Background: an optimization exercise with open tools, aiming at small area. Do not read the settings as production practice.
Function was checked by simulation only, so behaviour that the tests miss may differ from the original.
No activity file was given, so power comes from the tool's default toggle rates.

==> design.v <==
`timescale 1ns/100ps
package merge_pkg;
  localparam int NUM_CH = 4;              
  localparam int LANES  = 4;              
  localparam int KEY_W  = 16;
  localparam int BEAT_W = LANES * KEY_W;  
  localparam int ID_W   = 2;
  localparam int RUN_W  = 8;
  localparam int OWN_DEPTH = 11;
  localparam int CNT_W     = 4;          
  localparam int ENT_W     = BEAT_W + 1;  
  typedef logic [KEY_W-1:0]  key_t;
  typedef logic [BEAT_W-1:0] beat_t;
  typedef logic [ID_W-1:0]   ch_id_t;
  typedef logic [RUN_W-1:0]  run_cnt_t;
  typedef logic [CNT_W-1:0]  fifo_cnt_t;
  typedef logic [ENT_W-1:0]  ent_t;
endpackage
`timescale 1ns/100ps
module run_tagger (
  input  logic                aclk,
  input  logic                arst_n,
  input  logic                start,
  input  merge_pkg::run_cnt_t run_beats,
  input  logic                accept,
  input  merge_pkg::ch_id_t   rid,
  input  logic                rlast,
  output logic                tag_last
);
  logic                run_end;
  merge_pkg::run_cnt_t cur_cnt;
  merge_pkg::run_cnt_t run_cnt [merge_pkg::NUM_CH];
  assign cur_cnt = start ? '0 : run_cnt[rid];
  assign run_end = (run_beats != '0) &&
                   (cur_cnt == merge_pkg::run_cnt_t'(run_beats - 1'b1));
  assign tag_last = rlast | run_end;   
  always_ff @(posedge aclk or negedge arst_n) begin
    if (!arst_n) begin
      for (int i = 0; i < merge_pkg::NUM_CH; i++) begin
        run_cnt[i] <= '0;
      end
    end else begin
      for (int i = 0; i < merge_pkg::NUM_CH; i++) begin
        if (accept && (rid == merge_pkg::ch_id_t'(i))) begin
          run_cnt[i] <= run_end ? '0 : cur_cnt + 1'b1;   
        end else if (start) begin
          run_cnt[i] <= '0;
        end
      end
    end
  end
endmodule
`timescale 1ns/100ps
module beat_presort (
  input  merge_pkg::beat_t in_data,
  output merge_pkg::beat_t out_data
);
  merge_pkg::key_t k [merge_pkg::LANES];
  merge_pkg::key_t l1 [merge_pkg::LANES];
  merge_pkg::key_t l2 [merge_pkg::LANES];
  function automatic merge_pkg::key_t key_min(merge_pkg::key_t a, merge_pkg::key_t b);
    key_min = (a < b) ? a : b;
  endfunction
  function automatic merge_pkg::key_t key_max(merge_pkg::key_t a, merge_pkg::key_t b);
    key_max = (a < b) ? b : a;
  endfunction
  always_comb begin
    for (int i = 0; i < merge_pkg::LANES; i++) begin
      k[i] = in_data[i*merge_pkg::KEY_W +: merge_pkg::KEY_W];
    end
    l1[0] = key_min(k[0], k[1]);
    l1[1] = key_max(k[0], k[1]);
    l1[2] = key_min(k[2], k[3]);
    l1[3] = key_max(k[2], k[3]);
    l2[0] = key_min(l1[0], l1[2]);
    l2[2] = key_max(l1[0], l1[2]);
    l2[1] = key_min(l1[1], l1[3]);
    l2[3] = key_max(l1[1], l1[3]);
    out_data[0*merge_pkg::KEY_W +: merge_pkg::KEY_W] = l2[0];
    out_data[1*merge_pkg::KEY_W +: merge_pkg::KEY_W] = key_min(l2[1], l2[2]);
    out_data[2*merge_pkg::KEY_W +: merge_pkg::KEY_W] = key_max(l2[1], l2[2]);
    out_data[3*merge_pkg::KEY_W +: merge_pkg::KEY_W] = l2[3];
  end
endmodule
`timescale 1ns/100ps
module stream_fifo (
  input  logic                 aclk,
  input  logic                 arst_n,
  input  logic                 wr_en,
  input  merge_pkg::ent_t      wr_ent,
  input  logic                 rd_ready,
  input  logic                 spare_mine,    
  input  merge_pkg::ent_t      spare_ent,
  output logic                 rd_valid,
  output merge_pkg::ent_t      rd_ent,
  output logic                 spill,         
  output merge_pkg::ent_t      spill_ent,
  output logic                 spare_taken    
);
  localparam int D = merge_pkg::OWN_DEPTH;
  merge_pkg::ent_t     mem [D];
  merge_pkg::fifo_cnt_t count_q;
  logic                do_rd;
  assign rd_valid    = (count_q != '0);
  assign do_rd       = rd_valid & rd_ready;
  assign spill       = wr_en & ~do_rd & (count_q == merge_pkg::fifo_cnt_t'(D));
  assign spill_ent   = mem[D-1];
  assign spare_taken = do_rd & spare_mine;
  always_ff @(posedge aclk) begin
    if (wr_en) begin
      mem[0] <= wr_ent;
      for (int i = 1; i < D; i++) mem[i] <= mem[i-1];
    end
  end
  always_ff @(posedge aclk or negedge arst_n) begin
    if (!arst_n) begin
      count_q <= '0;
    end else begin
      if (wr_en & ~do_rd & ~spill) count_q <= count_q + 1'b1;
      else if (do_rd & ~wr_en & ~spare_mine) count_q <= count_q - 1'b1;
    end
  end
  always_comb begin
    rd_ent = spare_mine ? spare_ent : '0;
    for (int i = 0; i < D; i++) begin
      if (!spare_mine && count_q == merge_pkg::fifo_cnt_t'(i + 1)) rd_ent = rd_ent | mem[i];
    end
  end
endmodule
`timescale 1ns/100ps
module channel_fifo_bank (
  input  logic                                     aclk,
  input  logic                                     arst_n,
  input  logic                                     in_valid,
  input  merge_pkg::beat_t                         in_data,
  input  merge_pkg::ch_id_t                        in_id,
  input  logic                                     in_last,
  output logic [merge_pkg::NUM_CH-1:0]             out_tvalid,
  input  logic [merge_pkg::NUM_CH-1:0]             out_tready,
  output merge_pkg::beat_t [merge_pkg::NUM_CH-1:0] out_tdata,
  output logic [merge_pkg::NUM_CH-1:0]             out_tlast,
  output logic                                     space_ok
);
  logic [merge_pkg::NUM_CH-1:0] ch_wr;
  logic [merge_pkg::NUM_CH-1:0] ch_spill;
  logic [merge_pkg::NUM_CH-1:0] ch_spare_taken;
  logic [merge_pkg::NUM_CH-1:0] ch_spare_mine;
  merge_pkg::ent_t              ch_spill_ent [merge_pkg::NUM_CH];
  merge_pkg::ent_t              ch_rd_ent    [merge_pkg::NUM_CH];
  merge_pkg::ent_t   spare_q;
  logic              spare_vld_q;
  merge_pkg::ch_id_t spare_own_q;
  for (genvar ch = 0; ch < merge_pkg::NUM_CH; ch++) begin : g_ch
    assign ch_wr[ch]         = in_valid && (in_id == merge_pkg::ch_id_t'(ch));
    assign ch_spare_mine[ch] = spare_vld_q && (spare_own_q == merge_pkg::ch_id_t'(ch));
    stream_fifo u_stream_fifo (
      .aclk        (aclk),
      .arst_n      (arst_n),
      .wr_en       (ch_wr[ch]),
      .wr_ent      ({in_last, in_data}),
      .rd_ready    (out_tready[ch]),
      .spare_mine  (ch_spare_mine[ch]),
      .spare_ent   (spare_q),
      .rd_valid    (out_tvalid[ch]),
      .rd_ent      (ch_rd_ent[ch]),
      .spill       (ch_spill[ch]),
      .spill_ent   (ch_spill_ent[ch]),
      .spare_taken (ch_spare_taken[ch])
    );
    assign out_tdata[ch] = ch_rd_ent[ch][merge_pkg::BEAT_W-1:0];
    assign out_tlast[ch] = ch_rd_ent[ch][merge_pkg::BEAT_W];
  end
  always_ff @(posedge aclk) begin
    if (|ch_spill) spare_q <= ch_spill_ent[in_id];
  end
  always_ff @(posedge aclk or negedge arst_n) begin
    if (!arst_n) begin
      spare_vld_q <= 1'b0;
      spare_own_q <= '0;
    end else begin
      if (|ch_spill) begin
        spare_vld_q <= 1'b1;
        spare_own_q <= in_id;
      end else if (|ch_spare_taken) begin
        spare_vld_q <= 1'b0;
      end
    end
  end
  assign space_ok = ~spare_vld_q;
endmodule
`timescale 1ns/100ps
module merge_frontend_top (
  input  logic                                     aclk,
  input  logic                                     arst_n,
  input  logic                                     start,
  input  merge_pkg::run_cnt_t                      run_beats,
  input  logic                                     rvalid,
  output logic                                     rready,
  input  merge_pkg::beat_t                         rdata,
  input  merge_pkg::ch_id_t                        rid,
  input  logic                                     rlast,
  output logic [merge_pkg::NUM_CH-1:0]             out_tvalid,
  input  logic [merge_pkg::NUM_CH-1:0]             out_tready,
  output merge_pkg::beat_t [merge_pkg::NUM_CH-1:0] out_tdata,
  output logic [merge_pkg::NUM_CH-1:0]             out_tlast
);
  logic             accept;
  logic             tag_last;
  merge_pkg::beat_t sort_data;
  assign accept = rvalid & rready;
  run_tagger u_run_tagger (
    .aclk      (aclk),
    .arst_n    (arst_n),
    .start     (start),
    .run_beats (run_beats),
    .accept    (accept),
    .rid       (rid),
    .rlast     (rlast),
    .tag_last  (tag_last)
  );
  beat_presort u_beat_presort (
    .in_data  (rdata),
    .out_data (sort_data)
  );
  channel_fifo_bank u_channel_fifo_bank (
    .aclk       (aclk),
    .arst_n     (arst_n),
    .in_valid   (accept),
    .in_data    (sort_data),
    .in_id      (rid),
    .in_last    (tag_last),
    .out_tvalid (out_tvalid),
    .out_tready (out_tready),
    .out_tdata  (out_tdata),
    .out_tlast  (out_tlast),
    .space_ok   (rready)
  );
endmodule
==> run.sh <==
#!/bin/bash
# synth_recipe.tcl (not shown) runs the flow's synth.tcl, then flattens the netlist and writes it again
# the make line also repeats each setting of config.mk as NAME=value (left out here)
make -C /OpenROAD-flow-scripts/flow DESIGN_CONFIG=/design/flow/config.mk WORK_HOME=/design/flow/orfs CLKGATE_MAP_FILE= SYNTH_SCRIPT=/design/flow/synth_recipe.tcl finish
==> config.mk <==
export PLATFORM = sky130hd
export DESIGN_NAME = merge_frontend_top
export DESIGN_NICKNAME = merge_frontend_top
export VERILOG_FILES = /design/flow/design.v
export SDC_FILE = /design/flow/constraint.sdc
export NUM_CORES = 4
export LEC_CHECK = 0
export CAP_MARGIN = 20
export CORE_MARGIN = 2
export CORE_UTILIZATION = 40
export SLEW_MARGIN = 20
==> constraint.sdc <==
create_clock -name core_clock -period 6.0 [get_ports {aclk}]
set_input_delay 1.2000 -clock core_clock [delete_from_list [all_inputs] [get_ports {aclk}]]
set_output_delay 1.2000 -clock core_clock [all_outputs]
set_load 0.01 [all_outputs]
==> flow_metrics.py <==
metrics = {
    "worst_setup_path": {
        "worst_path_most_repeated_cell": "buf_12",
        "cp_max_stage_cell": "a2111o_1",
        "cpPeakStageDelay_ps": 460,
        "r2r_setup_slk_ps": 2070,
        "setup.worst_path.end_class": "flip-flop",
        "worst_r2r_startpoint": "u_channel_fifo_bank.spare_vld_q",
        "data_arrival_time_of_the_worst_path_ps": 7050,
        "cp_data_required_time_ps": 6590,
        "critical_path.startpoint_type": "input port",
        "crit_path_max_fanout": 7,
        "critPathKind": "input port to flip-flop",
        "r2r_cells": 6,
    },
    "clock_tree": {
        "clk_path_buf_depth": 4,
        "insertion_delay_ps": 900,
        "cts.sinks": 2976,
        "cts.reportedPaths.clkPinSlew_ps": 70,
        "numCtsBuffers": 304,
        "clk_root_buffer_cell": "clkbuf_16",
        "cts_max_level": 5,
        "cts_tree": "done",
    },
    "timing": {
        "maxClockFrequency_mhz": 155,
        "post-route-worst-setup-slack_ps": -457,
        "final_hold_viol_count": 0,
        "slew_headroom": 0.251,
        "rsz0062_at_grt": "yes",
        "worst_clock_skew_ps": 46.8,
        "finalCritPeriodShare": 1.08,
        "worstMarginPinSlew_ps": 1120,
        "fin_crit_ps": 6460,
        "report.final.setup_viol": 131,
        "slew_viol_final": 0,
    },
    "layout": {
        "instances_no_fill": 10900,
        "final_net_count": 7140,
        "layout_common_cells": "edfxtp_1, buf_4, a22oi_1",
        "layout-drive-gt1-share": 0.194,
        "most_common_library_cell_in_the_layout_ignoring_fill_and_taps": "edfxtp_1",
        "layout-area-overhead-vs-synth_pct": 20.9,
    },
    "yosys": {
        "synth_top_flop_cell": "edfxtp_1",
        "postSynthNetCount": 6270,
        "netlist_area_um2": 112000,
        "synth.largest_area_cell": "edfxtp_1",
        "synth_area_per_cell_um2": 18.4,
        "synth_async_sr_flop_share": 0.0171,
        "synth.yosys.seq_area_share": 0.795,
        "synthTopCellsByArea": "edfxtp_1, a222oi_1, a22oi_1",
        "number_of_distinct_library_cells_after_synthesis": 69,
        "ys_ff_latch": 2976,
        "yosysWarnings": 11,
        "synth_top_cell_area_share": 0.784,
        "post_synth_inst_count": 6096,
        "synth_edf_count": 2925,
    },
    "power_and_ir_drop": {
        "worst_case_vdd_ir_drop_mv": 0.262,
        "power_switching_mw": 23.4,
        "cellInternalPower_mw": 43.0,
        "report.power.total_mw": 66.3,
        "power.static_leakage_nw": 44.6,
        "power.share.clock": 0.290,
        "power_per_cell_area_nw_per_um2": 490,
        "power_frac_comb": 0.333,
        "sw_frac_of_total": 0.352,
        "p_seq_frac": 0.376,
    },
    "run": {
        "drv.max_cap_violation_count": 0,
    },
    "route": {
        "detailedRoute.firstPassIterationCount": 10,
        "post_drt_via_cell_ratio": 6.52,
        "drc": 0,
        "detail_route.wirelength_um": 411000,
        "wire_per_inst_um": 37.5,
        "ant_nets": 0,
        "drt_iter0_drc": 15400,
        "routed-via-count": 71400,
    },
    "global_route": {
        "grt.overflow.total": 0,
        "initial_antenna_violation_count": 69,
        "globalRouteTotalUtil": 0.277,
        "global_route_wire_length_before_repair_um": 553000,
        "grt_start_max_net_pins": 201,
        "via_count_of_the_first_global_routing_pass": 66600,
    },
    "floorplanning": {
        "pin_count": 348,
        "core_region_area_um2": 279000,
        "fp-row-count": 194,
        "die_height_um": 533,
        "start_util": 0.402,
        "die_area_um2": 284000,
        "die_width_um": 533,
    },
    "outcome": {
        "status": "failed layout checks",
        "failed_layout_checks": "setup timing",
    },
    "place": {
        "place_congestion": 0.926,
        "io_buffers": 347,
        "hpwl_um": 274000,
        "place_inst": 10300,
    },
    "min_path": {
        "hold_path_class": "flip-flop to flip-flop",
        "min_delay_path_depth": 0,
    },
}
registers in the layout, summed over array words and instances, names as in the netlist:
name,flops
u_channel_fifo_bank.spare_vld_q,1
u_channel_fifo_bank.g_ch.u_stream_fifo.mem,2860
u_channel_fifo_bank.g_ch.u_stream_fifo.count_q,16
u_channel_fifo_bank.spare_q,65
u_channel_fifo_bank.spare_own_q,2
u_run_tagger.run_cnt,32
per-stage QoR:
stage          area, µm²  hold slack [ps]  utilization  setup TNS, ps  worst slack, ps
2_1_floorplan     112000              425            -              -            -7540
3_3_place_gp      124000              427        0.444        -297140            -2200
3_5_place_dp      124000              433        0.444        -311790            -2260
4_1_cts           135000              418        0.483         -38330             -355
5_1_grt           135000              435        0.485         -75640             -637
6_report          136000              427        0.486         -53120             -457
cells in the mapped netlist, types with 3 or more instances:
library cell,number
nand4_1,82
dfrtp_1,51
xnor2_1,18
a21o_1,12
a41oi_1,4
o21a_1,4
and4_1,77
mux2_2,17
buf_2,3
a211oi_1,10
a22oi_1,486
buf_1,65
mux2_1,15
and3_1,22
nor4_1,6
a22o_1,123
or3_1,5
nand2b_1,18
or2_2,3
nand3_1,184
nor3_1,13
nor2_1,96
nand3b_1,35
inv_1,147
clkbuf_1,319
nor2b_1,12
a21oi_1,97
xor2_1,6
mux2i_1,65
nor3b_1,6
buf_4,4
a222oi_1,460
nand2_1,181
ha_1,91
o21ai_0,54
mux4_2,73
and3b_1,7
and2_1,24
o211ai_1,3
a221oi_1,235
edfxtp_1,2925
buf_6,4
power groups by stage:
stage	registers [mW]	clock network, mW	logic (mW)
floorplan	25.3	0	7.36
global placement	25.3	0	21.5
detailed placement	25.3	0	21.5
CTS	24.9	19.4	21.9
global route	25.0	20.2	22.7
finish	25.0	19.3	22.1
worst max-delay path: cells and delay by family:
kind | cells | cell delay (ps)
AO/OA/AOI/OAI | 16 | 2990
adder cells (fa/ha/maj) | 3 | 690
buffers and inverters | 10 | 1290
multiplexers | 2 | 490
AND/OR/NAND/NOR | 5 | 370
logic make-up after synthesis:
| logic type | count (synthesis) | share of synthesized area |
|---|---|---|
| muxes | 170 | 0.0237 |
| AOI/OAI and AO/OA | 1515 | 0.113 |
| adders and majority gates | 91 | 0.0102 |
| and+or+nand+nor | 778 | 0.0376 |
| buffers and inverters | 542 | 0.0186 |
| xor gates and xnor gates | 24 | 0.00188 |
| DFF | 2976 | 0.795 |
worst max-delay path by stage:
| stage | cells past startpoint | slack (ps) | endpoint | from |
|---|---|---|---|---|
| 2_1_floorplan | 9 | -7540 | flip-flop | rid[0] |
| 3_3_place_gp | 36 | -2200 | flip-flop | rdata[59] |
| 3_5_place_dp | 33 | -2260 | flip-flop | rdata[17] |
| 4_1_cts | 33 | -350 | flip-flop | rdata[17] |
| 5_1_grt | 37 | -640 | flip-flop | rdata[21] |
| 6_report | 36 | -460 | flip-flop | rdata[17] |
metal layers:
layer	global-route usage	vias to the layer above	routed length [µm]
li1	-	27900	-
met2	0.379	5950	170000
met4	0.144	24	23700
met1	0.397	36800	156000
met3	0.0836	691	60600
met5	0	-	167
what timing repair did:
action / in CTS / in global routing
endpoints found under the setup margin: 129 / 146
pin swaps: 60 / 52
endpoints found under the hold margin: 0 / 0
hold buffers: 0 / 0
buffers inserted: 48 / 16
resized for setup: 295 / 106
cloned: 3 / 2
final cells by class:
cell class	instances	area, µm²
well taps	3724	4660
diodes	32	80.1
inverters	147	572
fillers	23100	144000
multi-input cells	2580	22100
repair buffers	957	9120
clock inverters	166	1910
flip-flops and latches	2976	89100
clock buffers	366	7960

## re-timing with driven ports
In the flow no input, the clock included, has a driving cell. The finished layout below was timed again as built, in two steps.
Step 1, drivers: a clkbuf_16 drives aclk and a buf_2 each remaining input, both assumed.
Step 2 adds t to the input delays and takes it off the output delays; t is the mean of the earliest and latest rising clock arrival at the registers after step 1. Input paths then give back, and output paths get back, about the clock's delay inside the block.
a / b / c = ideal / step 1 / step 2; a / b = the first two.
t, ns: 0.980
slack for setup (ns): -0.457 / -0.394 / -1.374
slew at the worst register clock pin (ns): 0.07 / 0.07
For this run, drivers alone change the setup slack by +0.063 ns; drivers and shift together by -0.917 ns.
